This design comes from an exercise in tuning for small area, a short achievable clock period and few clock cycles on the open sky130 flow, not from production work. In this exercise RTL edits were held to simulation tests only and were not proved equivalent to the original.

<file path="flow/run.sh">
#!/bin/bash
# synth_recipe.tcl (not shown) runs the flow's synth.tcl, then flattens the netlist and writes it again
# the make line also repeats each setting of config.mk as NAME=value (left out here)
make -C /OpenROAD-flow-scripts/flow DESIGN_CONFIG=/design/flow/config.mk WORK_HOME=/design/flow/orfs CLKGATE_MAP_FILE= SYNTH_SCRIPT=/design/flow/synth_recipe.tcl finish
</file>
<file path="flow/config.mk">
export PLATFORM = sky130hd
export DESIGN_NAME = elgamal_byte_verifier_top
export DESIGN_NICKNAME = elgamal_byte_verifier_top
export VERILOG_FILES = /design/flow/design.v
export SDC_FILE = /design/flow/constraint.sdc
export NUM_CORES = 4
export LEC_CHECK = 0
export CAP_MARGIN = 30
export CORE_MARGIN = 2
export CORE_UTILIZATION = 55
export SETUP_SLACK_MARGIN = 3.2
export SLEW_MARGIN = 30
export TNS_END_PERCENT = 10
</file>
<file path="flow/constraint.sdc">
create_clock -name core_clock -period 8.0 [get_ports {clock}]
set_input_delay 1.6000 -clock core_clock [delete_from_list [all_inputs] [get_ports {clock}]]
set_output_delay 1.6000 -clock core_clock [all_outputs]
set_load 0.01 [all_outputs]
</file>
<file path="flow/design.v">
package ebv_pkg;
   localparam int unsigned ModBits     = 32;
   localparam int unsigned DigestBytes = 32;
   localparam int unsigned CountBits   = 6;
   localparam logic [CountBits-1:0] CountMax = 6'd63;
   localparam logic [ModBits-1:0] ModulusReset   = 32'd30803;
   localparam logic [ModBits-1:0] GeneratorReset = 32'd2;
   localparam logic [ModBits-1:0] PublicReset    = 32'd1;
   localparam logic [1:0] RegModulus   = 2'd0;
   localparam logic [1:0] RegGenerator = 2'd1;
   localparam logic [1:0] RegPublic    = 2'd2;
   localparam int unsigned MulK      = 4;
   localparam int unsigned MulCycles = 8;
   localparam int unsigned MontSteps = MulK * MulCycles;
   localparam logic [ModBits-1:0] R2Reset = 32'd18156;
endpackage
module ebv_modmul (
   input  logic        clock,
   input  logic        run,       
   input  logic [3:0]  a_dig,     
   input  logic [31:0] b,
   input  logic [31:0] modulus,
   input  logic [33:0] tp,        
   input  logic [3:0]  pinv,      
   input  logic [3:0]  ab_low,    
   input  logic        ld,        
   input  logic [31:0] ld_val,
   input  logic        dbl,       
   output logic [31:0] res,
   output logic [3:0]  sum_lo,    
   output logic [3:0]  dif_lo,    
   output logic        lt,        
   output logic        m1         
);
   localparam int W = 40;
   logic [33:0] ss_ff, sc_ff;
   logic [7:0]  lo_ff;            
   logic        ci;
   logic [W-1:0] r_s, r_c, a0, a1, a2, a3, ql, qh;
   logic [W-1:0] e1s, e1c, e2s, e2c, e3s, e3c, es, ec;
   logic [W-1:0] f1s, f1c, os, oc;
   logic [3:0]  t, q;
   logic [1:0]  cy2;
   logic [34:0] sum, dif;
   logic [33:0] ds, dc;
   function automatic logic [2*W-1:0] csa(input logic [W-1:0] x, input logic [W-1:0] y,
                                          input logic [W-1:0] z);
      logic [W-1:0] s, c;
      s = x ^ y ^ z;
      c = {((x & y) | (x & z) | (y & z)), 1'b0};
      csa = {s, c};
   endfunction
   always_comb begin
      ci  = |lo_ff;
      r_s = W'(ss_ff);
      r_c = W'(sc_ff);
      a0  = a_dig[0] ? W'(b)      : '0;
      a1  = a_dig[1] ? W'(b) << 1 : '0;
      a2  = a_dig[2] ? W'(b) << 2 : '0;
      a3  = a_dig[3] ? W'(b) << 3 : '0;
      a1[0] = ci;
      unique case ({ss_ff[1:0], sc_ff[1:0], ab_low[1:0], ci})
         7'd0: {cy2, t[1:0]} = 4'd0;
         7'd1: {cy2, t[1:0]} = 4'd1;
         7'd2: {cy2, t[1:0]} = 4'd1;
         7'd3: {cy2, t[1:0]} = 4'd2;
         7'd4: {cy2, t[1:0]} = 4'd2;
         7'd5: {cy2, t[1:0]} = 4'd3;
         7'd6: {cy2, t[1:0]} = 4'd3;
         7'd7: {cy2, t[1:0]} = 4'd4;
         7'd8: {cy2, t[1:0]} = 4'd1;
         7'd9: {cy2, t[1:0]} = 4'd2;
         7'd10: {cy2, t[1:0]} = 4'd2;
         7'd11: {cy2, t[1:0]} = 4'd3;
         7'd12: {cy2, t[1:0]} = 4'd3;
         7'd13: {cy2, t[1:0]} = 4'd4;
         7'd14: {cy2, t[1:0]} = 4'd4;
         7'd15: {cy2, t[1:0]} = 4'd5;
         7'd16: {cy2, t[1:0]} = 4'd2;
         7'd17: {cy2, t[1:0]} = 4'd3;
         7'd18: {cy2, t[1:0]} = 4'd3;
         7'd19: {cy2, t[1:0]} = 4'd4;
         7'd20: {cy2, t[1:0]} = 4'd4;
         7'd21: {cy2, t[1:0]} = 4'd5;
         7'd22: {cy2, t[1:0]} = 4'd5;
         7'd23: {cy2, t[1:0]} = 4'd6;
         7'd24: {cy2, t[1:0]} = 4'd3;
         7'd25: {cy2, t[1:0]} = 4'd4;
         7'd26: {cy2, t[1:0]} = 4'd4;
         7'd27: {cy2, t[1:0]} = 4'd5;
         7'd28: {cy2, t[1:0]} = 4'd5;
         7'd29: {cy2, t[1:0]} = 4'd6;
         7'd30: {cy2, t[1:0]} = 4'd6;
         7'd31: {cy2, t[1:0]} = 4'd7;
         7'd32: {cy2, t[1:0]} = 4'd1;
         7'd33: {cy2, t[1:0]} = 4'd2;
         7'd34: {cy2, t[1:0]} = 4'd2;
         7'd35: {cy2, t[1:0]} = 4'd3;
         7'd36: {cy2, t[1:0]} = 4'd3;
         7'd37: {cy2, t[1:0]} = 4'd4;
         7'd38: {cy2, t[1:0]} = 4'd4;
         7'd39: {cy2, t[1:0]} = 4'd5;
         7'd40: {cy2, t[1:0]} = 4'd2;
         7'd41: {cy2, t[1:0]} = 4'd3;
         7'd42: {cy2, t[1:0]} = 4'd3;
         7'd43: {cy2, t[1:0]} = 4'd4;
         7'd44: {cy2, t[1:0]} = 4'd4;
         7'd45: {cy2, t[1:0]} = 4'd5;
         7'd46: {cy2, t[1:0]} = 4'd5;
         7'd47: {cy2, t[1:0]} = 4'd6;
         7'd48: {cy2, t[1:0]} = 4'd3;
         7'd49: {cy2, t[1:0]} = 4'd4;
         7'd50: {cy2, t[1:0]} = 4'd4;
         7'd51: {cy2, t[1:0]} = 4'd5;
         7'd52: {cy2, t[1:0]} = 4'd5;
         7'd53: {cy2, t[1:0]} = 4'd6;
         7'd54: {cy2, t[1:0]} = 4'd6;
         7'd55: {cy2, t[1:0]} = 4'd7;
         7'd56: {cy2, t[1:0]} = 4'd4;
         7'd57: {cy2, t[1:0]} = 4'd5;
         7'd58: {cy2, t[1:0]} = 4'd5;
         7'd59: {cy2, t[1:0]} = 4'd6;
         7'd60: {cy2, t[1:0]} = 4'd6;
         7'd61: {cy2, t[1:0]} = 4'd7;
         7'd62: {cy2, t[1:0]} = 4'd7;
         7'd63: {cy2, t[1:0]} = 4'd8;
         7'd64: {cy2, t[1:0]} = 4'd2;
         7'd65: {cy2, t[1:0]} = 4'd3;
         7'd66: {cy2, t[1:0]} = 4'd3;
         7'd67: {cy2, t[1:0]} = 4'd4;
         7'd68: {cy2, t[1:0]} = 4'd4;
         7'd69: {cy2, t[1:0]} = 4'd5;
         7'd70: {cy2, t[1:0]} = 4'd5;
         7'd71: {cy2, t[1:0]} = 4'd6;
         7'd72: {cy2, t[1:0]} = 4'd3;
         7'd73: {cy2, t[1:0]} = 4'd4;
         7'd74: {cy2, t[1:0]} = 4'd4;
         7'd75: {cy2, t[1:0]} = 4'd5;
         7'd76: {cy2, t[1:0]} = 4'd5;
         7'd77: {cy2, t[1:0]} = 4'd6;
         7'd78: {cy2, t[1:0]} = 4'd6;
         7'd79: {cy2, t[1:0]} = 4'd7;
         7'd80: {cy2, t[1:0]} = 4'd4;
         7'd81: {cy2, t[1:0]} = 4'd5;
         7'd82: {cy2, t[1:0]} = 4'd5;
         7'd83: {cy2, t[1:0]} = 4'd6;
         7'd84: {cy2, t[1:0]} = 4'd6;
         7'd85: {cy2, t[1:0]} = 4'd7;
         7'd86: {cy2, t[1:0]} = 4'd7;
         7'd87: {cy2, t[1:0]} = 4'd8;
         7'd88: {cy2, t[1:0]} = 4'd5;
         7'd89: {cy2, t[1:0]} = 4'd6;
         7'd90: {cy2, t[1:0]} = 4'd6;
         7'd91: {cy2, t[1:0]} = 4'd7;
         7'd92: {cy2, t[1:0]} = 4'd7;
         7'd93: {cy2, t[1:0]} = 4'd8;
         7'd94: {cy2, t[1:0]} = 4'd8;
         7'd95: {cy2, t[1:0]} = 4'd9;
         7'd96: {cy2, t[1:0]} = 4'd3;
         7'd97: {cy2, t[1:0]} = 4'd4;
         7'd98: {cy2, t[1:0]} = 4'd4;
         7'd99: {cy2, t[1:0]} = 4'd5;
         7'd100: {cy2, t[1:0]} = 4'd5;
         7'd101: {cy2, t[1:0]} = 4'd6;
         7'd102: {cy2, t[1:0]} = 4'd6;
         7'd103: {cy2, t[1:0]} = 4'd7;
         7'd104: {cy2, t[1:0]} = 4'd4;
         7'd105: {cy2, t[1:0]} = 4'd5;
         7'd106: {cy2, t[1:0]} = 4'd5;
         7'd107: {cy2, t[1:0]} = 4'd6;
         7'd108: {cy2, t[1:0]} = 4'd6;
         7'd109: {cy2, t[1:0]} = 4'd7;
         7'd110: {cy2, t[1:0]} = 4'd7;
         7'd111: {cy2, t[1:0]} = 4'd8;
         7'd112: {cy2, t[1:0]} = 4'd5;
         7'd113: {cy2, t[1:0]} = 4'd6;
         7'd114: {cy2, t[1:0]} = 4'd6;
         7'd115: {cy2, t[1:0]} = 4'd7;
         7'd116: {cy2, t[1:0]} = 4'd7;
         7'd117: {cy2, t[1:0]} = 4'd8;
         7'd118: {cy2, t[1:0]} = 4'd8;
         7'd119: {cy2, t[1:0]} = 4'd9;
         7'd120: {cy2, t[1:0]} = 4'd6;
         7'd121: {cy2, t[1:0]} = 4'd7;
         7'd122: {cy2, t[1:0]} = 4'd7;
         7'd123: {cy2, t[1:0]} = 4'd8;
         7'd124: {cy2, t[1:0]} = 4'd8;
         7'd125: {cy2, t[1:0]} = 4'd9;
         7'd126: {cy2, t[1:0]} = 4'd9;
         7'd127: {cy2, t[1:0]} = 4'd10;
         default: {cy2, t[1:0]} = 4'd0;
      endcase
      unique case ({ss_ff[3:2], sc_ff[3:2], ab_low[3:2], cy2})
         8'd0: t[3:2] = 2'd0;
         8'd1: t[3:2] = 2'd1;
         8'd2: t[3:2] = 2'd2;
         8'd3: t[3:2] = 2'd3;
         8'd4: t[3:2] = 2'd1;
         8'd5: t[3:2] = 2'd2;
         8'd6: t[3:2] = 2'd3;
         8'd7: t[3:2] = 2'd0;
         8'd8: t[3:2] = 2'd2;
         8'd9: t[3:2] = 2'd3;
         8'd10: t[3:2] = 2'd0;
         8'd11: t[3:2] = 2'd1;
         8'd12: t[3:2] = 2'd3;
         8'd13: t[3:2] = 2'd0;
         8'd14: t[3:2] = 2'd1;
         8'd15: t[3:2] = 2'd2;
         8'd16: t[3:2] = 2'd1;
         8'd17: t[3:2] = 2'd2;
         8'd18: t[3:2] = 2'd3;
         8'd19: t[3:2] = 2'd0;
         8'd20: t[3:2] = 2'd2;
         8'd21: t[3:2] = 2'd3;
         8'd22: t[3:2] = 2'd0;
         8'd23: t[3:2] = 2'd1;
         8'd24: t[3:2] = 2'd3;
         8'd25: t[3:2] = 2'd0;
         8'd26: t[3:2] = 2'd1;
         8'd27: t[3:2] = 2'd2;
         8'd28: t[3:2] = 2'd0;
         8'd29: t[3:2] = 2'd1;
         8'd30: t[3:2] = 2'd2;
         8'd31: t[3:2] = 2'd3;
         8'd32: t[3:2] = 2'd2;
         8'd33: t[3:2] = 2'd3;
         8'd34: t[3:2] = 2'd0;
         8'd35: t[3:2] = 2'd1;
         8'd36: t[3:2] = 2'd3;
         8'd37: t[3:2] = 2'd0;
         8'd38: t[3:2] = 2'd1;
         8'd39: t[3:2] = 2'd2;
         8'd40: t[3:2] = 2'd0;
         8'd41: t[3:2] = 2'd1;
         8'd42: t[3:2] = 2'd2;
         8'd43: t[3:2] = 2'd3;
         8'd44: t[3:2] = 2'd1;
         8'd45: t[3:2] = 2'd2;
         8'd46: t[3:2] = 2'd3;
         8'd47: t[3:2] = 2'd0;
         8'd48: t[3:2] = 2'd3;
         8'd49: t[3:2] = 2'd0;
         8'd50: t[3:2] = 2'd1;
         8'd51: t[3:2] = 2'd2;
         8'd52: t[3:2] = 2'd0;
         8'd53: t[3:2] = 2'd1;
         8'd54: t[3:2] = 2'd2;
         8'd55: t[3:2] = 2'd3;
         8'd56: t[3:2] = 2'd1;
         8'd57: t[3:2] = 2'd2;
         8'd58: t[3:2] = 2'd3;
         8'd59: t[3:2] = 2'd0;
         8'd60: t[3:2] = 2'd2;
         8'd61: t[3:2] = 2'd3;
         8'd62: t[3:2] = 2'd0;
         8'd63: t[3:2] = 2'd1;
         8'd64: t[3:2] = 2'd1;
         8'd65: t[3:2] = 2'd2;
         8'd66: t[3:2] = 2'd3;
         8'd67: t[3:2] = 2'd0;
         8'd68: t[3:2] = 2'd2;
         8'd69: t[3:2] = 2'd3;
         8'd70: t[3:2] = 2'd0;
         8'd71: t[3:2] = 2'd1;
         8'd72: t[3:2] = 2'd3;
         8'd73: t[3:2] = 2'd0;
         8'd74: t[3:2] = 2'd1;
         8'd75: t[3:2] = 2'd2;
         8'd76: t[3:2] = 2'd0;
         8'd77: t[3:2] = 2'd1;
         8'd78: t[3:2] = 2'd2;
         8'd79: t[3:2] = 2'd3;
         8'd80: t[3:2] = 2'd2;
         8'd81: t[3:2] = 2'd3;
         8'd82: t[3:2] = 2'd0;
         8'd83: t[3:2] = 2'd1;
         8'd84: t[3:2] = 2'd3;
         8'd85: t[3:2] = 2'd0;
         8'd86: t[3:2] = 2'd1;
         8'd87: t[3:2] = 2'd2;
         8'd88: t[3:2] = 2'd0;
         8'd89: t[3:2] = 2'd1;
         8'd90: t[3:2] = 2'd2;
         8'd91: t[3:2] = 2'd3;
         8'd92: t[3:2] = 2'd1;
         8'd93: t[3:2] = 2'd2;
         8'd94: t[3:2] = 2'd3;
         8'd95: t[3:2] = 2'd0;
         8'd96: t[3:2] = 2'd3;
         8'd97: t[3:2] = 2'd0;
         8'd98: t[3:2] = 2'd1;
         8'd99: t[3:2] = 2'd2;
         8'd100: t[3:2] = 2'd0;
         8'd101: t[3:2] = 2'd1;
         8'd102: t[3:2] = 2'd2;
         8'd103: t[3:2] = 2'd3;
         8'd104: t[3:2] = 2'd1;
         8'd105: t[3:2] = 2'd2;
         8'd106: t[3:2] = 2'd3;
         8'd107: t[3:2] = 2'd0;
         8'd108: t[3:2] = 2'd2;
         8'd109: t[3:2] = 2'd3;
         8'd110: t[3:2] = 2'd0;
         8'd111: t[3:2] = 2'd1;
         8'd112: t[3:2] = 2'd0;
         8'd113: t[3:2] = 2'd1;
         8'd114: t[3:2] = 2'd2;
         8'd115: t[3:2] = 2'd3;
         8'd116: t[3:2] = 2'd1;
         8'd117: t[3:2] = 2'd2;
         8'd118: t[3:2] = 2'd3;
         8'd119: t[3:2] = 2'd0;
         8'd120: t[3:2] = 2'd2;
         8'd121: t[3:2] = 2'd3;
         8'd122: t[3:2] = 2'd0;
         8'd123: t[3:2] = 2'd1;
         8'd124: t[3:2] = 2'd3;
         8'd125: t[3:2] = 2'd0;
         8'd126: t[3:2] = 2'd1;
         8'd127: t[3:2] = 2'd2;
         8'd128: t[3:2] = 2'd2;
         8'd129: t[3:2] = 2'd3;
         8'd130: t[3:2] = 2'd0;
         8'd131: t[3:2] = 2'd1;
         8'd132: t[3:2] = 2'd3;
         8'd133: t[3:2] = 2'd0;
         8'd134: t[3:2] = 2'd1;
         8'd135: t[3:2] = 2'd2;
         8'd136: t[3:2] = 2'd0;
         8'd137: t[3:2] = 2'd1;
         8'd138: t[3:2] = 2'd2;
         8'd139: t[3:2] = 2'd3;
         8'd140: t[3:2] = 2'd1;
         8'd141: t[3:2] = 2'd2;
         8'd142: t[3:2] = 2'd3;
         8'd143: t[3:2] = 2'd0;
         8'd144: t[3:2] = 2'd3;
         8'd145: t[3:2] = 2'd0;
         8'd146: t[3:2] = 2'd1;
         8'd147: t[3:2] = 2'd2;
         8'd148: t[3:2] = 2'd0;
         8'd149: t[3:2] = 2'd1;
         8'd150: t[3:2] = 2'd2;
         8'd151: t[3:2] = 2'd3;
         8'd152: t[3:2] = 2'd1;
         8'd153: t[3:2] = 2'd2;
         8'd154: t[3:2] = 2'd3;
         8'd155: t[3:2] = 2'd0;
         8'd156: t[3:2] = 2'd2;
         8'd157: t[3:2] = 2'd3;
         8'd158: t[3:2] = 2'd0;
         8'd159: t[3:2] = 2'd1;
         8'd160: t[3:2] = 2'd0;
         8'd161: t[3:2] = 2'd1;
         8'd162: t[3:2] = 2'd2;
         8'd163: t[3:2] = 2'd3;
         8'd164: t[3:2] = 2'd1;
         8'd165: t[3:2] = 2'd2;
         8'd166: t[3:2] = 2'd3;
         8'd167: t[3:2] = 2'd0;
         8'd168: t[3:2] = 2'd2;
         8'd169: t[3:2] = 2'd3;
         8'd170: t[3:2] = 2'd0;
         8'd171: t[3:2] = 2'd1;
         8'd172: t[3:2] = 2'd3;
         8'd173: t[3:2] = 2'd0;
         8'd174: t[3:2] = 2'd1;
         8'd175: t[3:2] = 2'd2;
         8'd176: t[3:2] = 2'd1;
         8'd177: t[3:2] = 2'd2;
         8'd178: t[3:2] = 2'd3;
         8'd179: t[3:2] = 2'd0;
         8'd180: t[3:2] = 2'd2;
         8'd181: t[3:2] = 2'd3;
         8'd182: t[3:2] = 2'd0;
         8'd183: t[3:2] = 2'd1;
         8'd184: t[3:2] = 2'd3;
         8'd185: t[3:2] = 2'd0;
         8'd186: t[3:2] = 2'd1;
         8'd187: t[3:2] = 2'd2;
         8'd188: t[3:2] = 2'd0;
         8'd189: t[3:2] = 2'd1;
         8'd190: t[3:2] = 2'd2;
         8'd191: t[3:2] = 2'd3;
         8'd192: t[3:2] = 2'd3;
         8'd193: t[3:2] = 2'd0;
         8'd194: t[3:2] = 2'd1;
         8'd195: t[3:2] = 2'd2;
         8'd196: t[3:2] = 2'd0;
         8'd197: t[3:2] = 2'd1;
         8'd198: t[3:2] = 2'd2;
         8'd199: t[3:2] = 2'd3;
         8'd200: t[3:2] = 2'd1;
         8'd201: t[3:2] = 2'd2;
         8'd202: t[3:2] = 2'd3;
         8'd203: t[3:2] = 2'd0;
         8'd204: t[3:2] = 2'd2;
         8'd205: t[3:2] = 2'd3;
         8'd206: t[3:2] = 2'd0;
         8'd207: t[3:2] = 2'd1;
         8'd208: t[3:2] = 2'd0;
         8'd209: t[3:2] = 2'd1;
         8'd210: t[3:2] = 2'd2;
         8'd211: t[3:2] = 2'd3;
         8'd212: t[3:2] = 2'd1;
         8'd213: t[3:2] = 2'd2;
         8'd214: t[3:2] = 2'd3;
         8'd215: t[3:2] = 2'd0;
         8'd216: t[3:2] = 2'd2;
         8'd217: t[3:2] = 2'd3;
         8'd218: t[3:2] = 2'd0;
         8'd219: t[3:2] = 2'd1;
         8'd220: t[3:2] = 2'd3;
         8'd221: t[3:2] = 2'd0;
         8'd222: t[3:2] = 2'd1;
         8'd223: t[3:2] = 2'd2;
         8'd224: t[3:2] = 2'd1;
         8'd225: t[3:2] = 2'd2;
         8'd226: t[3:2] = 2'd3;
         8'd227: t[3:2] = 2'd0;
         8'd228: t[3:2] = 2'd2;
         8'd229: t[3:2] = 2'd3;
         8'd230: t[3:2] = 2'd0;
         8'd231: t[3:2] = 2'd1;
         8'd232: t[3:2] = 2'd3;
         8'd233: t[3:2] = 2'd0;
         8'd234: t[3:2] = 2'd1;
         8'd235: t[3:2] = 2'd2;
         8'd236: t[3:2] = 2'd0;
         8'd237: t[3:2] = 2'd1;
         8'd238: t[3:2] = 2'd2;
         8'd239: t[3:2] = 2'd3;
         8'd240: t[3:2] = 2'd2;
         8'd241: t[3:2] = 2'd3;
         8'd242: t[3:2] = 2'd0;
         8'd243: t[3:2] = 2'd1;
         8'd244: t[3:2] = 2'd3;
         8'd245: t[3:2] = 2'd0;
         8'd246: t[3:2] = 2'd1;
         8'd247: t[3:2] = 2'd2;
         8'd248: t[3:2] = 2'd0;
         8'd249: t[3:2] = 2'd1;
         8'd250: t[3:2] = 2'd2;
         8'd251: t[3:2] = 2'd3;
         8'd252: t[3:2] = 2'd1;
         8'd253: t[3:2] = 2'd2;
         8'd254: t[3:2] = 2'd3;
         8'd255: t[3:2] = 2'd0;
         default: t[3:2] = 2'd0;
      endcase
      unique case ({pinv[3:1], t})
         7'd0: q = 4'd0;
         7'd1: q = 4'd1;
         7'd2: q = 4'd2;
         7'd3: q = 4'd3;
         7'd4: q = 4'd4;
         7'd5: q = 4'd5;
         7'd6: q = 4'd6;
         7'd7: q = 4'd7;
         7'd8: q = 4'd8;
         7'd9: q = 4'd9;
         7'd10: q = 4'd10;
         7'd11: q = 4'd11;
         7'd12: q = 4'd12;
         7'd13: q = 4'd13;
         7'd14: q = 4'd14;
         7'd15: q = 4'd15;
         7'd16: q = 4'd0;
         7'd17: q = 4'd3;
         7'd18: q = 4'd6;
         7'd19: q = 4'd9;
         7'd20: q = 4'd12;
         7'd21: q = 4'd15;
         7'd22: q = 4'd2;
         7'd23: q = 4'd5;
         7'd24: q = 4'd8;
         7'd25: q = 4'd11;
         7'd26: q = 4'd14;
         7'd27: q = 4'd1;
         7'd28: q = 4'd4;
         7'd29: q = 4'd7;
         7'd30: q = 4'd10;
         7'd31: q = 4'd13;
         7'd32: q = 4'd0;
         7'd33: q = 4'd5;
         7'd34: q = 4'd10;
         7'd35: q = 4'd15;
         7'd36: q = 4'd4;
         7'd37: q = 4'd9;
         7'd38: q = 4'd14;
         7'd39: q = 4'd3;
         7'd40: q = 4'd8;
         7'd41: q = 4'd13;
         7'd42: q = 4'd2;
         7'd43: q = 4'd7;
         7'd44: q = 4'd12;
         7'd45: q = 4'd1;
         7'd46: q = 4'd6;
         7'd47: q = 4'd11;
         7'd48: q = 4'd0;
         7'd49: q = 4'd7;
         7'd50: q = 4'd14;
         7'd51: q = 4'd5;
         7'd52: q = 4'd12;
         7'd53: q = 4'd3;
         7'd54: q = 4'd10;
         7'd55: q = 4'd1;
         7'd56: q = 4'd8;
         7'd57: q = 4'd15;
         7'd58: q = 4'd6;
         7'd59: q = 4'd13;
         7'd60: q = 4'd4;
         7'd61: q = 4'd11;
         7'd62: q = 4'd2;
         7'd63: q = 4'd9;
         7'd64: q = 4'd0;
         7'd65: q = 4'd9;
         7'd66: q = 4'd2;
         7'd67: q = 4'd11;
         7'd68: q = 4'd4;
         7'd69: q = 4'd13;
         7'd70: q = 4'd6;
         7'd71: q = 4'd15;
         7'd72: q = 4'd8;
         7'd73: q = 4'd1;
         7'd74: q = 4'd10;
         7'd75: q = 4'd3;
         7'd76: q = 4'd12;
         7'd77: q = 4'd5;
         7'd78: q = 4'd14;
         7'd79: q = 4'd7;
         7'd80: q = 4'd0;
         7'd81: q = 4'd11;
         7'd82: q = 4'd6;
         7'd83: q = 4'd1;
         7'd84: q = 4'd12;
         7'd85: q = 4'd7;
         7'd86: q = 4'd2;
         7'd87: q = 4'd13;
         7'd88: q = 4'd8;
         7'd89: q = 4'd3;
         7'd90: q = 4'd14;
         7'd91: q = 4'd9;
         7'd92: q = 4'd4;
         7'd93: q = 4'd15;
         7'd94: q = 4'd10;
         7'd95: q = 4'd5;
         7'd96: q = 4'd0;
         7'd97: q = 4'd13;
         7'd98: q = 4'd10;
         7'd99: q = 4'd7;
         7'd100: q = 4'd4;
         7'd101: q = 4'd1;
         7'd102: q = 4'd14;
         7'd103: q = 4'd11;
         7'd104: q = 4'd8;
         7'd105: q = 4'd5;
         7'd106: q = 4'd2;
         7'd107: q = 4'd15;
         7'd108: q = 4'd12;
         7'd109: q = 4'd9;
         7'd110: q = 4'd6;
         7'd111: q = 4'd3;
         7'd112: q = 4'd0;
         7'd113: q = 4'd15;
         7'd114: q = 4'd14;
         7'd115: q = 4'd13;
         7'd116: q = 4'd12;
         7'd117: q = 4'd11;
         7'd118: q = 4'd10;
         7'd119: q = 4'd9;
         7'd120: q = 4'd8;
         7'd121: q = 4'd7;
         7'd122: q = 4'd6;
         7'd123: q = 4'd5;
         7'd124: q = 4'd4;
         7'd125: q = 4'd3;
         7'd126: q = 4'd2;
         7'd127: q = 4'd1;
         default: q = 4'd0;
      endcase
      unique case (q[1:0])
         2'd0:    ql = '0;
         2'd1:    ql = W'(modulus);
         2'd2:    ql = W'(modulus) << 1;
         default: ql = W'(tp);
      endcase
      unique case (q[3:2])
         2'd0:    qh = '0;
         2'd1:    qh = W'(modulus) << 2;
         2'd2:    qh = W'(modulus) << 3;
         default: qh = W'(tp) << 2;
      endcase
      {e1s, e1c} = csa(r_s, r_c, a0);
      {e2s, e2c} = csa(a1, a2, a3);
      {e3s, e3c} = csa(e1s, e1c, e2s);
      {es, ec}   = csa(e3s, e3c, e2c);
      {f1s, f1c} = csa(es, ec, ql);
      {os, oc}   = csa(f1s, f1c, qh);
      sum = {1'b0, ss_ff} + {1'b0, sc_ff} + {34'd0, ci};
      ds  = ss_ff ^ sc_ff ^ {2'b11, ~modulus};
      dc  = {(ss_ff[32:0] & sc_ff[32:0]) | (ss_ff[32:0] & {1'b1, ~modulus}) |
             (sc_ff[32:0] & {1'b1, ~modulus}), ci};
      dif = {1'b1, ds} + {1'b0, dc} + 35'd1;
      res = dif[34] ? sum[31:0] : dif[31:0];
      lt  = dif[34];
      sum_lo = sum[3:0];
      dif_lo = dif[3:0];
      m1  = &dif;
   end
   always_ff @(posedge clock) begin
      if (run) begin
         ss_ff <= os[37:4];
         sc_ff <= oc[37:4];
         lo_ff <= {os[3:0], oc[3:0]};
      end else begin
         ss_ff <= ld ? {2'b00, ld_val} : (dbl ? {res, 1'b0} : '0);
         sc_ff <= '0;
         lo_ff <= '0;
      end
   end
endmodule
module ebv_seq (
   input  logic                              clock,
   input  logic                              reset,
   input  logic [31:0]                       modulus,
   input  logic [31:0]                       generator,
   input  logic [31:0]                       public_value,
   input  logic                              mod_write,
   input  logic                              pub_write,
   input  logic                              req_valid,
   output logic                              req_ready,
   input  logic [72:0]                       req_data,
   output logic                              rsp_valid,
   input  logic                              rsp_ready,
   output logic [2:0]                        rsp_data
);
   localparam int C = ebv_pkg::MulCycles;
   localparam logic [4:0] S_IDLE = 5'd0,  S_R2C  = 5'd1,  S_CHK  = 5'd2,  S_LDR2 = 5'd3,
                          S_CVY  = 5'd4,  S_CVR  = 5'd5,  S_CVG  = 5'd6,  S_GSQ  = 5'd7,
                          S_GMUL = 5'd8,  S_GRED = 5'd9,  S_CVYR = 5'd11,
                          S_YTOP = 5'd12, S_YLD  = 5'd13, S_YSQ  = 5'd14, S_YMUL = 5'd15,
                          S_YRED = 5'd16, S_DONE = 5'd17, S_CMP  = 5'd18, S_CHKS = 5'd19,
                          S_CHKD = 5'd20;
   localparam logic [2:0] A_ACC = 3'd0, A_Y = 3'd1, A_R = 3'd2, A_G = 3'd3, A_ONE = 3'd4,
                          A_BG = 3'd5, A_BY = 3'd6, A_TAB = 3'd7;
   logic [4:0]  state_ff, state_in, follow_ff, follow;
   logic [3:0]  cnt_ff, cnt_in;
   logic [31:0] acc_ff, acc_in;
   logic [31:0] by_ff, br_ff, byr_ff, bg_ff;
   logic [31:0] r2_ff;
   logic [33:0] tp;
   logic [3:0]  pinv, a_dig_ff, a_dig_in, ab_low_ff, ab_low_in;
   logic        dirty_ff;
   logic        yok_ff;           
   logic [4:0]  ei_ff, ei_in;
   logic [2:0]  hi_ff, hi_in;
   logic [1:0]  tsel_ff;
   logic        hb_ff, hz_ff, nz_ff, rlt_ff, slt_ff, sm1_ff, ok_ff;
   logic [ebv_pkg::CountBits-1:0] count_ff;
   logic        run_ff, rv_ff;
   logic [2:0]  out_ff;
   logic [7:0]  h_in;
   logic [31:0] r_in, s_in;
   logic        last_in, rs_bit, accept;
   logic        mm, mm_last, all_v, acc_mm;
   logic [2:0]  asel_in, asel_cur;
   logic [3:0]  a_mid, a_other, acc_low_in, res_sum_lo, res_dif_lo;
   logic [3:0]  acc_lo_s, acc_lo_d, a_first_s, a_first_d;
   logic [31:0] tab, mres, a_src;
   logic [31:0] a_ext;
   logic        mlt, mm1, ld, dbl;
   logic [31:0] ld_val;
   logic [ebv_pkg::CountBits-1:0] count_inc;
   assign h_in    = req_data[72:65];
   assign r_in    = req_data[64:33];
   assign s_in    = req_data[32:1];
   assign last_in = req_data[0];
   assign rs_bit   = r_in[ei_ff] | s_in[ei_ff];
   assign mm = (state_ff == S_CVY) || (state_ff == S_CVR) || (state_ff == S_CVG) ||
               (state_ff == S_GSQ) || (state_ff == S_GMUL) || (state_ff == S_CVYR) ||
               (state_ff == S_YSQ) || (state_ff == S_YMUL);
   assign acc_mm = (state_ff == S_CVG) || (state_ff == S_GSQ) || (state_ff == S_GMUL) ||
                   (state_ff == S_YSQ) || (state_ff == S_YMUL);
   assign mm_last = (cnt_ff == 4'(C));
   always_comb begin
      unique case ((state_ff == S_GRED) ? 2'b01 : tsel_ff)
         2'b10:   tab = by_ff;
         2'b01:   tab = br_ff;
         default: tab = byr_ff;
      endcase
   end
   assign tp = {2'b00, modulus} + {1'b0, modulus, 1'b0};
   ebv_modmul u_mul (
      .clock   (clock),
      .run     (mm && !mm_last),
      .a_dig   (a_dig_ff),
      .b       (acc_ff),
      .modulus (modulus),
      .tp      (tp),
      .pinv    (pinv),
      .ab_low  (ab_low_ff),
      .ld      (ld || (state_ff == S_IDLE && dirty_ff)),
      .ld_val  (ld_val),
      .dbl     (dbl),
      .res     (mres),
      .sum_lo  (res_sum_lo),
      .dif_lo  (res_dif_lo),
      .lt      (mlt),
      .m1      (mm1)
   );
   always_comb begin
      unique case (modulus[3:1])
         3'd0: pinv = 4'd15;
         3'd1: pinv = 4'd5;
         3'd2: pinv = 4'd3;
         3'd3: pinv = 4'd9;
         3'd4: pinv = 4'd7;
         3'd5: pinv = 4'd13;
         3'd6: pinv = 4'd11;
         default: pinv = 4'd1;
      endcase
   end
   assign ld     = (state_ff == S_IDLE && !dirty_ff) || (state_ff == S_CHK);
   assign ld_val = (state_ff == S_CHK) ? s_in : (dirty_ff ? 32'd2 : r_in);
   assign dbl    = (state_ff == S_R2C);
   assign count_inc = (count_ff < ebv_pkg::CountMax) ? count_ff + 1'b1 : count_ff;
   assign all_v     = run_ff && ok_ff;
   assign req_ready = (state_ff == S_DONE) && !rv_ff;
   assign accept    = req_valid && req_ready;
   assign rsp_valid = rv_ff;
   assign rsp_data  = out_ff;
   always_comb begin
      unique case (state_ff)
         S_CVY:   follow = S_CVR;
         S_CVR:   follow = S_CVG;
         S_CVG:   follow = (hz_ff || hi_ff == 3'd0) ? S_GRED : S_GSQ;
         S_GSQ:   follow = hb_ff ? S_GMUL : ((hi_ff == 3'd0) ? S_GRED : S_GSQ);
         S_GMUL:  follow = (hi_ff == 3'd0) ? S_GRED : S_GSQ;
         S_CVYR:  follow = S_YTOP;
         S_YSQ:   follow = (tsel_ff != 2'b00) ? S_YMUL : ((ei_ff == 5'd0) ? S_CMP : S_YSQ);
         S_YMUL:  follow = (ei_ff == 5'd0) ? S_CMP : S_YSQ;
         default: follow = S_IDLE;
      endcase
   end
   always_comb begin
      state_in = state_ff;
      cnt_in   = (mm && !mm_last) ? cnt_ff + 4'd1 : 4'd0;
      acc_in   = acc_ff;
      ei_in    = ei_ff;
      hi_in    = hi_ff;
      if ((state_ff == S_CHK) || (state_ff == S_CHKS) || (state_ff == S_CHKD) ||
          (state_ff == S_LDR2) || (state_ff == S_CVY) || (state_ff == S_CVR)) begin
         if (!h_in[hi_ff] && hi_ff != 3'd0) hi_in = hi_ff - 3'd1;
      end
      if ((state_ff == S_CHK) || (state_ff == S_CHKS) || (state_ff == S_CHKD) ||
          (state_ff == S_LDR2) || (state_ff == S_CVY) || (state_ff == S_CVR) || (state_ff == S_CVG) ||
          (state_ff == S_GRED) || (state_ff == S_CVYR) || (state_ff == S_YTOP)) begin
         if (!rs_bit && ei_ff != 5'd0) ei_in = ei_ff - 5'd1;
      end
      if (mm && mm_last) begin
         state_in = follow_ff;
         if (acc_mm) acc_in = mres;
         if (follow_ff == S_GSQ) hi_in = hi_ff - 3'd1;
         if (follow_ff == S_YSQ) ei_in = ei_ff - 5'd1;
      end
      unique case (state_ff)
         S_IDLE: begin
            if (dirty_ff) begin
               {hi_in, ei_in} = 8'd0;
               state_in = S_R2C;
            end else begin
               ei_in = 5'd31;
               hi_in = 3'd7;
               if (req_valid) begin
                  state_in = S_CHK;
               end
            end
         end
         S_R2C: begin
            {hi_in, ei_in} = {hi_ff, ei_ff} + 8'd1;
            if ({hi_ff, ei_ff} == 8'(2 * ebv_pkg::MontSteps - 1)) state_in = S_IDLE;
            if (mod_write) state_in = S_IDLE;
         end
         S_CHK: begin
            state_in = S_CHKS;
         end
         S_CHKS: state_in = S_CHKD;
         S_CHKD: state_in = (nz_ff && rlt_ff && slt_ff && !sm1_ff) ? S_LDR2 : S_DONE;
         S_LDR2: begin
            acc_in   = r2_ff;
            state_in = yok_ff ? S_CVR : S_CVY;
         end
         S_GRED: begin
            acc_in   = tab;
            state_in = S_CVYR;
         end
         S_YTOP: if (tsel_ff != 2'b00) state_in = S_YLD;
         S_YLD: begin
            acc_in = tab;
            if (ei_ff == 5'd0) state_in = S_CMP;
            else begin
               ei_in    = ei_ff - 5'd1;
               state_in = S_YSQ;
            end
         end
         S_CMP: state_in = S_DONE;
         S_DONE: if (accept) state_in = S_IDLE;
         default: ;
      endcase
   end
   always_comb begin
      acc_low_in = acc_ff[3:0];
      unique case (state_ff)
         S_LDR2:         acc_low_in = r2_ff[3:0];
         S_GRED, S_YLD:  acc_low_in = tab[3:0];
         default: ;
      endcase
   end
   function automatic logic [3:0] mul4(input logic [3:0] x, input logic [3:0] y);
      logic t1, t2, t3, c1;
      t1 = x[2] & y[0];
      t2 = x[1] & y[1];
      t3 = x[0] & y[2];
      c1 = x[1] & y[0] & x[0] & y[1];
      mul4[0] = x[0] & y[0];
      mul4[1] = (x[1] & y[0]) ^ (x[0] & y[1]);
      mul4[2] = t1 ^ t2 ^ t3 ^ c1;
      mul4[3] = (x[3] & y[0]) ^ (x[2] & y[1]) ^ (x[1] & y[2]) ^ (x[0] & y[3]) ^
                (t1 & t2) ^ (t1 & t3) ^ (t1 & c1) ^ (t2 & t3) ^ (t2 & c1) ^ (t3 & c1);
   endfunction
   function automatic logic [2:0] asel_of(input logic [4:0] st, input logic hz);
      unique case (st)
         S_CVY:   asel_of = A_Y;
         S_CVR:   asel_of = A_R;
         S_CVG:   asel_of = hz ? A_ONE : A_G;
         S_GMUL:  asel_of = A_BG;
         S_CVYR:  asel_of = A_BY;
         S_YMUL:  asel_of = A_TAB;
         default: asel_of = A_ACC;
      endcase
   endfunction
   always_comb begin
      asel_cur = asel_of(state_ff, hz_ff);
      unique case (state_ff)
         S_LDR2:  asel_in = yok_ff ? A_R : A_Y;
         S_GRED:  asel_in = A_BY;
         default: asel_in = (mm && mm_last) ? asel_of(follow_ff, hz_ff) : A_ACC;
      endcase
      unique case (asel_cur)
         A_Y:     a_src = public_value;
         A_R:     a_src = br_ff;
         A_G:     a_src = generator;
         A_ONE:   a_src = 32'd1;
         A_BG:    a_src = bg_ff;
         A_BY:    a_src = by_ff;
         A_TAB:   a_src = tab;
         default: a_src = acc_ff;
      endcase
      a_ext   = 32'(a_src);
      unique case (cnt_ff)
         4'd0:    a_mid = a_ext[7:4];
         4'd1:    a_mid = a_ext[11:8];
         4'd2:    a_mid = a_ext[15:12];
         4'd3:    a_mid = a_ext[19:16];
         4'd4:    a_mid = a_ext[23:20];
         4'd5:    a_mid = a_ext[27:24];
         4'd6:    a_mid = a_ext[31:28];
         default: a_mid = 4'd0;
      endcase
      unique case (asel_in)
         A_Y:     a_other = public_value[3:0];
         A_R:     a_other = br_ff[3:0];
         A_G:     a_other = generator[3:0];
         A_ONE:   a_other = 4'd1;
         A_BG:    a_other = bg_ff[3:0];
         A_BY:    a_other = by_ff[3:0];
         A_TAB:   a_other = tab[3:0];
         default: a_other = 4'd0;
      endcase
      acc_lo_s  = (mm && mm_last && acc_mm) ? res_sum_lo : acc_low_in;
      acc_lo_d  = (mm && mm_last && acc_mm) ? res_dif_lo : acc_low_in;
      a_first_s = (asel_in == A_ACC) ? acc_lo_s : a_other;
      a_first_d = (asel_in == A_ACC) ? acc_lo_d : a_other;
      if (mm && !mm_last) begin
         a_dig_in  = a_mid;
         ab_low_in = mul4(a_mid, acc_ff[3:0]);
      end else if (mlt) begin
         a_dig_in  = a_first_s;
         ab_low_in = mul4(a_first_s, acc_lo_s);
      end else begin
         a_dig_in  = a_first_d;
         ab_low_in = mul4(a_first_d, acc_lo_d);
      end
   end
   always_ff @(posedge clock) begin
      if (reset) begin
         state_ff <= S_IDLE;
         dirty_ff <= 1'b0;
         yok_ff   <= 1'b0;
         r2_ff    <= ebv_pkg::R2Reset;
         count_ff <= '0;
         run_ff   <= 1'b1;
         rv_ff    <= 1'b0;
      end else begin
         state_ff <= state_in;
         if (mod_write || pub_write) yok_ff <= 1'b0;
         else if (mm && mm_last && state_ff == S_CVY) yok_ff <= 1'b1;
         if (mod_write) dirty_ff <= 1'b1;
         else if (state_ff == S_R2C && state_in == S_IDLE) dirty_ff <= 1'b0;
         if (state_ff == S_R2C && {hi_ff, ei_ff} == 8'(2 * ebv_pkg::MontSteps - 1))
            r2_ff <= mres[31:0];
         if (rv_ff && rsp_ready) rv_ff <= 1'b0;
         if (accept) begin
            rv_ff <= 1'b1;
            if (last_in) begin
               count_ff <= '0;
               run_ff   <= 1'b1;
            end else begin
               count_ff <= count_inc;
               run_ff   <= all_v;
            end
         end
      end
      cnt_ff    <= cnt_in;
      follow_ff <= follow;
      acc_ff    <= acc_in;
      a_dig_ff  <= a_dig_in;
      ab_low_ff <= ab_low_in;
      ei_ff     <= ei_in;
      hi_ff     <= hi_in;
      tsel_ff   <= {r_in[ei_ff], s_in[ei_ff]};
      hb_ff     <= h_in[hi_ff];
      hz_ff     <= (hi_ff == 3'd0) && !h_in[0];
      nz_ff     <= (modulus >= 32'd3) && (r_in != 32'd0) && (s_in != 32'd0);
      rlt_ff    <= (state_ff == S_CHKS) ? rlt_ff : mlt;
      slt_ff    <= mlt;
      sm1_ff    <= mm1;
      if (mm && mm_last && state_ff == S_CVR) br_ff <= mres;
      else if (state_ff == S_CHK) br_ff <= r_in;
      if (mm && mm_last && state_ff == S_CVY) by_ff <= mres;
      if (mm && mm_last && state_ff == S_CVYR) byr_ff <= mres;
      if (mm && mm_last && state_ff == S_CVG) bg_ff <= mres;
      else if (state_ff == S_GRED) bg_ff <= acc_ff;
      if (state_ff == S_CHKD) ok_ff <= 1'b0;
      if (state_ff == S_CMP) ok_ff <= (acc_ff == bg_ff);
      if (accept) begin
         out_ff[2] <= ok_ff;
         out_ff[0] <= last_in;
         out_ff[1] <= last_in ? (all_v && (count_inc == ebv_pkg::CountBits'(ebv_pkg::DigestBytes)))
                              : all_v;
      end
   end
endmodule
module elgamal_byte_verifier_top (
   input  logic                              clock,
   input  logic                              reset,
   input  logic                              req_valid,
   output logic                              req_ready,
   input  logic [72:0]                       req_data,
   output logic                              rsp_valid,
   input  logic                              rsp_ready,
   output logic [2:0]                        rsp_data,
   input  logic                              psel,
   input  logic                              penable,
   input  logic                              pwrite,
   input  logic [3:0]                        paddr,
   input  logic [31:0]                       pwdata,
   output logic [31:0]                       prdata,
   output logic                              pready
);
   logic [ebv_pkg::ModBits-1:0] mod_ff, gen_ff, pub_ff;
   logic                        wr_en;
   assign pready = 1'b1;
   assign wr_en  = psel && penable && pwrite && (paddr[1:0] == 2'b00);
   always_ff @(posedge clock) begin
      if (reset) begin
         mod_ff <= ebv_pkg::ModulusReset;
         gen_ff <= ebv_pkg::GeneratorReset;
         pub_ff <= ebv_pkg::PublicReset;
      end else if (wr_en) begin
         if (paddr[3:2] == ebv_pkg::RegModulus)   mod_ff <= pwdata;
         if (paddr[3:2] == ebv_pkg::RegGenerator) gen_ff <= pwdata;
         if (paddr[3:2] == ebv_pkg::RegPublic)    pub_ff <= pwdata;
      end
   end
   always_comb begin
      unique case (paddr[3:2])
         ebv_pkg::RegModulus:   prdata = mod_ff;
         ebv_pkg::RegGenerator: prdata = gen_ff;
         ebv_pkg::RegPublic:    prdata = pub_ff;
         default:               prdata = '0;
      endcase
   end
   ebv_seq u_seq (
      .clock        (clock),
      .reset        (reset),
      .modulus      (mod_ff),
      .generator    (gen_ff),
      .public_value (pub_ff),
      .mod_write    (wr_en && !reset && (paddr[3:2] == ebv_pkg::RegModulus)),
      .pub_write    (wr_en && !reset && (paddr[3:2] == ebv_pkg::RegPublic)),
      .req_valid    (req_valid),
      .req_ready    (req_ready),
      .req_data     (req_data),
      .rsp_valid    (rsp_valid),
      .rsp_ready    (rsp_ready),
      .rsp_data     (rsp_data)
   );
endmodule
</file>
==> results of run 1 <==
placed cells by master, fill, tap and decap left out, drive strengths merged, types with 42 or more instances in the layout:
cell type / n
o21ai: 235
a22oi: 93
buf: 155
nand2: 546
dfxtp: 247
a21o: 62
and2: 122
clkdlybuf4s50: 134
inv: 384
xor2: 46
and3: 73
a21oi: 361
mux2i: 63
clkbuf: 75
nand3: 52
ha: 156
nor3: 42
edfxtp: 165
xnor2: 104
a222oi: 51
fa: 228
nor2: 231
worst max-delay path by stage:
stage	start	end	depth (start not counted)
3_3_place_gp	u_seq.state_ff[1]	u_seq.ab_low_ff[2]	14
4_1_cts	u_seq.u_mul.sc_ff[0]	u_seq.u_mul.ss_ff[21]	16
6_report	u_seq.u_mul.ss_ff[4]	u_seq.u_mul.ss_ff[20]	16
3_5_place_dp	u_seq.state_ff[1]	u_seq.ab_low_ff[3]	17
5_1_grt	mod_ff[0]	u_seq.u_mul.ss_ff[25]	21
2_1_floorplan	mod_ff[1]	u_seq.u_mul.ss_ff[27]	19
repair_timing:
action / in CTS / in global routing
gates cloned: 3 / 2
resized for setup: 170 / 85
pin swaps: 43 / 63
setup buffers: 50 / 30
setup endpoints to repair: 238 / 122
synth_stat cells (11+ instances only):
master / number / share of area, %
xnor2_1: 104 / 2.6
a221oi_1: 17 / 0.43
nand2b_1: 31 / 0.56
nor2b_1: 21 / 0.38
a222oi_1: 51 / 1.5
nand2_1: 546 / 5.9
and2_1: 122 / 2.2
a211o_1: 20 / 0.51
ha_1: 156 / 5.6
nor3_1: 41 / 0.59
o21ai_0: 231 / 3.3
fa_1: 228 / 13
nand3_1: 52 / 0.75
o221ai_1: 11 / 0.28
buf_2: 18 / 0.26
a22oi_1: 93 / 2.0
dfxtp_1: 247 / 14
clkbuf_1: 192 / 2.1
o21bai_1: 21 / 0.46
nor4_1: 29 / 0.52
o211ai_1: 22 / 0.48
edfxtp_1: 165 / 14
o31ai_1: 11 / 0.24
a211oi_1: 35 / 0.76
mux2i_1: 63 / 1.8
xor2_1: 45 / 1.1
o2bb2ai_2: 30 / 1.3
a31oi_1: 35 / 0.63
mux4_2: 23 / 1.5
inv_1: 385 / 4.2
nand4_1: 24 / 0.43
and3_1: 73 / 1.3
nor2_1: 231 / 2.5
a21o_1: 62 / 1.3
a21oi_1: 359 / 5.2
o21a_1: 22 / 0.48
kinds of logic (layout without fill, tap and decap cells):
family,count (synthesis),in the layout
compound gates,1113,1113
xor+xnor,152,152
fa+ha+maj,384,384
buf+inv,616,784
flops,412,412
mux,95,95
other cells,1,4
simple gates,1233,1235
routing by layer:
layer  GRT usage (%)  wire length [um]  vias up  part of all wire [%]
met2            67.1             62500     2425                    43
met4            36.4             15100        6                    10
met5               0                46        -                 0.032
met3            10.1             17100      680                    12
met1            53.6             50500    16100                    35
li1                -                 -    14300                     -
worst reg2reg max path, delay by kind of cell, from the launching register on:
family,cells,cell delay [ns]
flip-flops,1,0.40
AO/OA/AOI/OAI,7,2.20
AND/OR/NAND/NOR,4,1.16
adder cells (fa/ha/maj),2,0.85
buffers and inverters,3,0.33
layout make-up:
type                    count  area [um2]  area share (%)
flip-flops and latches    412        9970            24.8
inverters                 388        1470            3.67
diodes                      3        7.51          0.0187
clock inverters            14         209           0.520
multi-input cells        2980       23100            57.6
well taps                 837        1050            2.61
repair buffers            308        2900            7.22
clock buffers              74        1420            3.54
==> impl_metrics.yaml, run 1 <==
status:
  status: "no timing/DRC/antenna violations"
sta:
  slew_violations: 0
  fin_setup_tns_ns: 0
  worst_hold_slack_ns: 0.465
  timing.fmax_mhz: 198
  skew_ns: 0.0475
  period_share_pct: 63.0
  fin_crit_ns: 5.04
  finalSetupViolations: 0
  worst_pin_slew_ns: 1.06
  slew_headroom_pct: 29.2
  fin_ws_ns: 2.96
  grt_setup_unrepaired: "yes"
  hold_viol_final: 0
global_routing:
  overflow: 0
  antenna_found_initial: 5
  grt_util_all_layers_pct: 44.1
  grt_pass1_wl_um: 209000
  grt_max_degree: 82
  grt_pass1_vias: 32300
setup_path:
  path_buf_inv: 3
  slowest_delay_ns: 0.90
  slowest_stage: "a222oi_1"
  path_max_fanout: 4
  reg2reg_depth: 16
  rr_endpoint: "u_seq.u_mul.ss_ff[20]"
  cp-start-kind: "register"
  reg2reg_from: "u_seq.u_mul.ss_ff[4]"
  worstPathArrival_ns: 5.52
  cp-end-kind: "register"
  crit_chain: "inv_1, fa_1, inv_1, ha_1, a21o_1, nor3_2, a21oi_2, or4_4, a31oi_2, a211oi_2, nand2b_2, nand2_1, o21a_1, inv_1, a222oi_1, a21oi_1"
  worstSetupPathType: "reg2reg"
  cp.required_ns: 8.48
  rrSetupSlack_ns: 2.96
  crit_family: "compound AO/OA/AOI/OAI gates"
  crit_path_frequent_cell: "inv_1"
placed_design:
  hpwl_um: 106000
  pre_cts_ws_ns: 1.85
  post-place-cells: 4840
  place_area_um2: 36900
  gp_congestion: 1.03
  port_buffers: 152
cts:
  cts_buffers: 48
  cts_max_path_buffers: 3
  path_clk_slew_ns: 0.07
  cts_tree: "done"
  clk_latency_ns: 0.63
  cts.sinks: 412
  postCtsHoldBufs: 0
  htreeDepth: 2
  cts_root_buf: "clkbuf_16"
die:
  io-pin-count: 154
  die-area_um2: 64900
  fp.dieW_um: 255
  std_cell_rows: 91
  die_h_um: 255
  fp.coreArea_um2: 61900
  initial_core_util_pct: 55.8
yosys:
  ys_warn_count: 3
  synth-seq-cells: 412
  synth_cell_types: 98
  synth-xor-area-share_pct: 3.95
  syn_nets: 4506
  ys_seq_area_share_pct: 28.6
  synthAdderAreaFrac_pct: 18.8
  synth-edff-count: 165
  synth_top_family_by_area: "compound AO/OA/AOI/OAI gates"
  syn_area_um2: 34600
  synth-async-reset-ratio_pct: 0
  synth_compound_area_share_pct: 21.4
  synth-simple-area-share_pct: 16.6
  synthFlopType: "dfxtp_1"
  synth_mux_area_share_pct: 3.63
  synthCells: 4006
  syn_avg_cell_area_um2: 8.63
routing:
  wirelength_um: 145000
  vias: 33600
  drt_first_pass_iters: 10
  ant_nets: 0
  drt_iter0_markers: 4999
  wl_per_cell_um: 29.0
  viasPerCell: 6.69
  drc: 0
finish:
  fin_cells: 5016
  syn2layout_area_growth_pct: 16.1
  finish.utilization_pct: 64.8
  nFillCells: 5249
  layout.nets: 4638
  drive_above_1_share_pct: 11.6
  design_area_um2: 40200
  top_regs: "u_seq.u_mul.sc_ff x33, u_seq.u_mul.ss_ff x33"
worst_hold_path:
  holdPathStages: 1
  hp-start: "u_seq.r2_ff[3]"
  hp-class: "reg2reg"
  whs_endpoint: "u_seq.r2_ff[3]"
job:
  maxCapViolCount: 0
Testbench counts, summed over its fixed seeds: cycles 305,692.
==> run 2, diff against run 1 <==
==> flow/flow/run.sh (new file) <==
#!/bin/bash
# Layout flow: the standard flow with two sizing changes. Ports are still
# buffered, but with buf_4 cells instead of the flow's default choice, and the
# resizer may pick any cell of the same function when it sizes, not only
# cells of the same footprint. The whole make output goes to standard.log.
set -euo pipefail
bash standard.sh MATCH_CELL_FOOTPRINT=0 \
   "BUFFER_PORTS_ARGS=-buffer_cell sky130_fd_sc_hd__buf_4" finish > standard.log 2>&1
==> flow/standard.sh (new file) <==
#!/bin/bash
# synth_recipe.tcl (not shown) runs the flow's synth.tcl, then flattens the netlist and writes it again
# the make line also repeats each setting of config.mk as NAME=value (left out here)
make -C /OpenROAD-flow-scripts/flow DESIGN_CONFIG=/design/flow/config.mk WORK_HOME=/design/flow/orfs CLKGATE_MAP_FILE= SYNTH_SCRIPT=/design/flow/synth_recipe.tcl "${@:-finish}"
--- a/flow/config.mk
+++ b/flow/config.mk
@@ -8,6 +8,5 @@
 export CAP_MARGIN = 30
 export CORE_MARGIN = 2
-export CORE_UTILIZATION = 55
+export CORE_UTILIZATION = 60
 export SETUP_SLACK_MARGIN = 3.2
 export SLEW_MARGIN = 30
-export TNS_END_PERCENT = 10
removed: flow/run.sh
==> impl_metrics.yaml, run 2 <==
status:
  status: "no timing/DRC/antenna violations"
routing:
  vias: 33800
  drc: 0
  wirelength_um: 141000
  drt_iter0_markers: 5343
  drt_first_pass_iters: 10
  wl_per_cell_um: 28.6
  ant_nets: 0
  viasPerCell: 6.84
placed_design:
  gp_congestion: 1.04
  hpwl_um: 102000
  post-place-cells: 4754
  place_area_um2: 36400
  port_buffers: 152
die:
  initial_core_util_pct: 61.0
  std_cell_rows: 87
  io-pin-count: 154
  fp.coreArea_um2: 56700
  die-area_um2: 59600
  die_h_um: 244
  fp.dieW_um: 244
sta:
  period_share_pct: 65.0
  worst_hold_slack_ns: 0.465
  hold_viol_final: 0
  finalSetupViolations: 0
  worst_pin_slew_ns: 1.02
  skew_ns: 0.0172
  slew_violations: 0
  fin_setup_tns_ns: 0
  fin_crit_ns: 5.20
  slew_headroom_pct: 31.1
  grt_setup_unrepaired: "yes"
  timing.fmax_mhz: 192
yosys:
  synth-seq-cells: 412
  synth.area.top_cells: "edfxtp_1 (14%), dfxtp_1 (14%), fa_1 (13%)"
  synth_area_leader_cell: "edfxtp_1"
  syn_area_um2: 34600
  synth-async-reset-ratio_pct: 0
  synthCells: 4006
  ys_warn_count: 3
  yosysMostFrequentCell: "nand2_1"
  synth_common_cells: "nand2_1 (546), inv_1 (385), a21oi_1 (359), dfxtp_1 (247)"
  synth_top_area_share_pct: 14.3
  synthFlopType: "dfxtp_1"
  syn_avg_cell_area_um2: 8.63
  syn_nets: 4506
  synth-edff-count: 165
  synth_cell_types: 98
  ys_seq_area_share_pct: 28.6
setup_path:
  slowest_delay_ns: 0.73
  crit_family: "compound AO/OA/AOI/OAI gates"
  reg2reg_depth: 17
  cp-end-kind: "register"
  path_max_fanout: 6
  reg2reg_from: "u_seq.ab_low_ff[0]"
  slowest_stage: "a222oi_1"
  rrSetupSlack_ns: 2.80
  crit_chain: "inv_1, ha_4, a211o_1, and2_4, o221a_4, a211oi_4, mux2_4, a22oi_2, mux2i_1, or2_1, o211ai_4, and2_4, buf_12, o2bb2ai_4, fa_2, a222oi_1, inv_1"
  worstSetupPathType: "reg2reg"
  cp.required_ns: 8.46
  rr_endpoint: "u_seq.u_mul.ss_ff[0]"
  worstPathArrival_ns: 5.67
  path_buf_inv: 3
  cp-start-kind: "register"
worst_hold_path:
  holdPathStages: 2
  whs_endpoint: "u_seq.r2_ff[0]"
  hp-class: "reg2reg"
  hp-start: "u_seq.r2_ff[0]"
cts:
  path_clk_slew_ns: 0.06
  cts_max_path_buffers: 3
  cts.sinks: 412
  clk_latency_ns: 0.62
  htreeDepth: 2
  cts_tree: "done"
  cts_buffers: 46
  cts_root_buf: "clkbuf_16"
global_routing:
  grt_pass1_vias: 32700
  grt_pass1_wl_um: 206000
  grt_max_degree: 81
  grt_util_all_layers_pct: 46.6
  antenna_found_initial: 6
  overflow: 0
finish:
  layout_commonest_cell: "nand2_1"
  layout_common_cells: "nand2_1 (543), inv_1 (380), a21oi_1 (336)"
  drive_above_1_share_pct: 15.7
  top_regs: "u_seq.u_mul.sc_ff x33, u_seq.u_mul.ss_ff x33"
  design_area_um2: 39600
  syn2layout_area_growth_pct: 14.5
  finish.utilization_pct: 69.8
  fin_cells: 4935
  layout.nets: 4640
job:
  maxCapViolCount: 0
run 2: cell types whose count changed in the layout (fill, tap and decap cells not counted), moves of 7 or more:
cell and delta:
clkdlybuf4s50_1 -134, a21oi_2 +9, nor2_1 -9, buf_4 +154, dlygate4sd2_1 -15, clkinv_2 +7, a21oi_1 -8, clkbuf_1 -8
nor2_4 +8
run 2: layout make-up:
cell class	instances	area [um2]
diodes	1	2.50
clock buffers	58	1250
clock inverters	28	229
fillers	4482	17100
inverters	388	1470
multi-input cells	2979	23200
flip-flops and latches	412	9980
well taps	756	946
repair buffers	313	2510
run 2: worst max-delay path by stage:
stage,to,depth (start not counted),slack (ns),from
after floorplan,u_seq.u_mul.ss_ff[27],19,3.40,mod_ff[1]
after global placement,u_seq.u_mul.ss_ff[0],16,1.87,mod_ff[2]
after global routing,u_seq.u_mul.ss_ff[0],19,2.80,u_seq.u_mul.lo_ff[3]
after CTS,u_seq.u_mul.ss_ff[0],21,3.01,u_seq.u_mul.lo_ff[4]
after detailed placement,u_seq.u_mul.ss_ff[0],20,1.76,u_seq.u_mul.lo_ff[7]
final,u_seq.u_mul.ss_ff[0],17,2.80,u_seq.ab_low_ff[0]
run 2: cells by family (layout without fill, tap and decap cells):
family	after synthesis	count (layout)	synth area share (%)
simple gates	1233	1234	16.6
other cells	1	2	0.0108
mux	95	95	3.63
xor+xnor	152	152	3.95
flops	412	412	28.6
buf+inv	616	787	6.90
compound gates	1113	1113	21.4
fa+ha+maj	384	384	18.8
run 2: metal layers:
metal  vias to the layer above  track usage, %  routed length, um
met3                       703            11.9              17200
met5                         -               0                 10
met1                     16100            54.5              47000
met2                      2615            72.3              61900
li1                      14300               -                  -
met4                         2            38.5              15300
run 2: per-stage QoR:
step,worst slack [ns]
after floorplan,3.40
after global placement,1.87
after detailed placement,1.76
after CTS,3.01
after global routing,2.80
final,2.80
run 2: tightest hold or removal path: cells and delay by family, from the launching register on:
kind	cells	cell delay, ns
AND/OR/NAND/NOR	1	0.05
flip-flops	1	0.31
AO/OA/AOI/OAI	1	0.05
run 2: repair_timing:
item / CTS / global route
setup buffers: 40 / 49
hold buffers: 0 / 0
setup endpoints to repair: 267 / 96
cloned: 2 / 0
pin swaps: 45 / 43
gates resized for setup: 156 / 101

## static timing again, ports no longer ideal
No port has a modelled driver above. Below, the same layouts with a new extraction and two added sets of constraints.
Step 1 assumes that a clkbuf_16 drives the clock port and a buf_2 every other input.
Step 2 times the ports against the registers' clock, not the clock port: input delays grow and output delays shrink by t, the midpoint of the rising clock arrivals with the driver on.
a / b / c = ideal / step 1 / step 2; a / b = the first two.
run | shift t [ns] | setup slack, ns | latest minus earliest clock arrival (ns)
run 1 | 0.678 | 2.962 / 2.962 / 2.727 | 0.048 / 0.048
run 2 | 0.674 | 2.796 / 2.796 / 2.796 | 0.017 / 0.018
After both steps setup and hold are still met in every run listed. The setup slack of run 1, which loses most, moves by 0.000 ns with the drivers and by -0.235 ns with both steps.
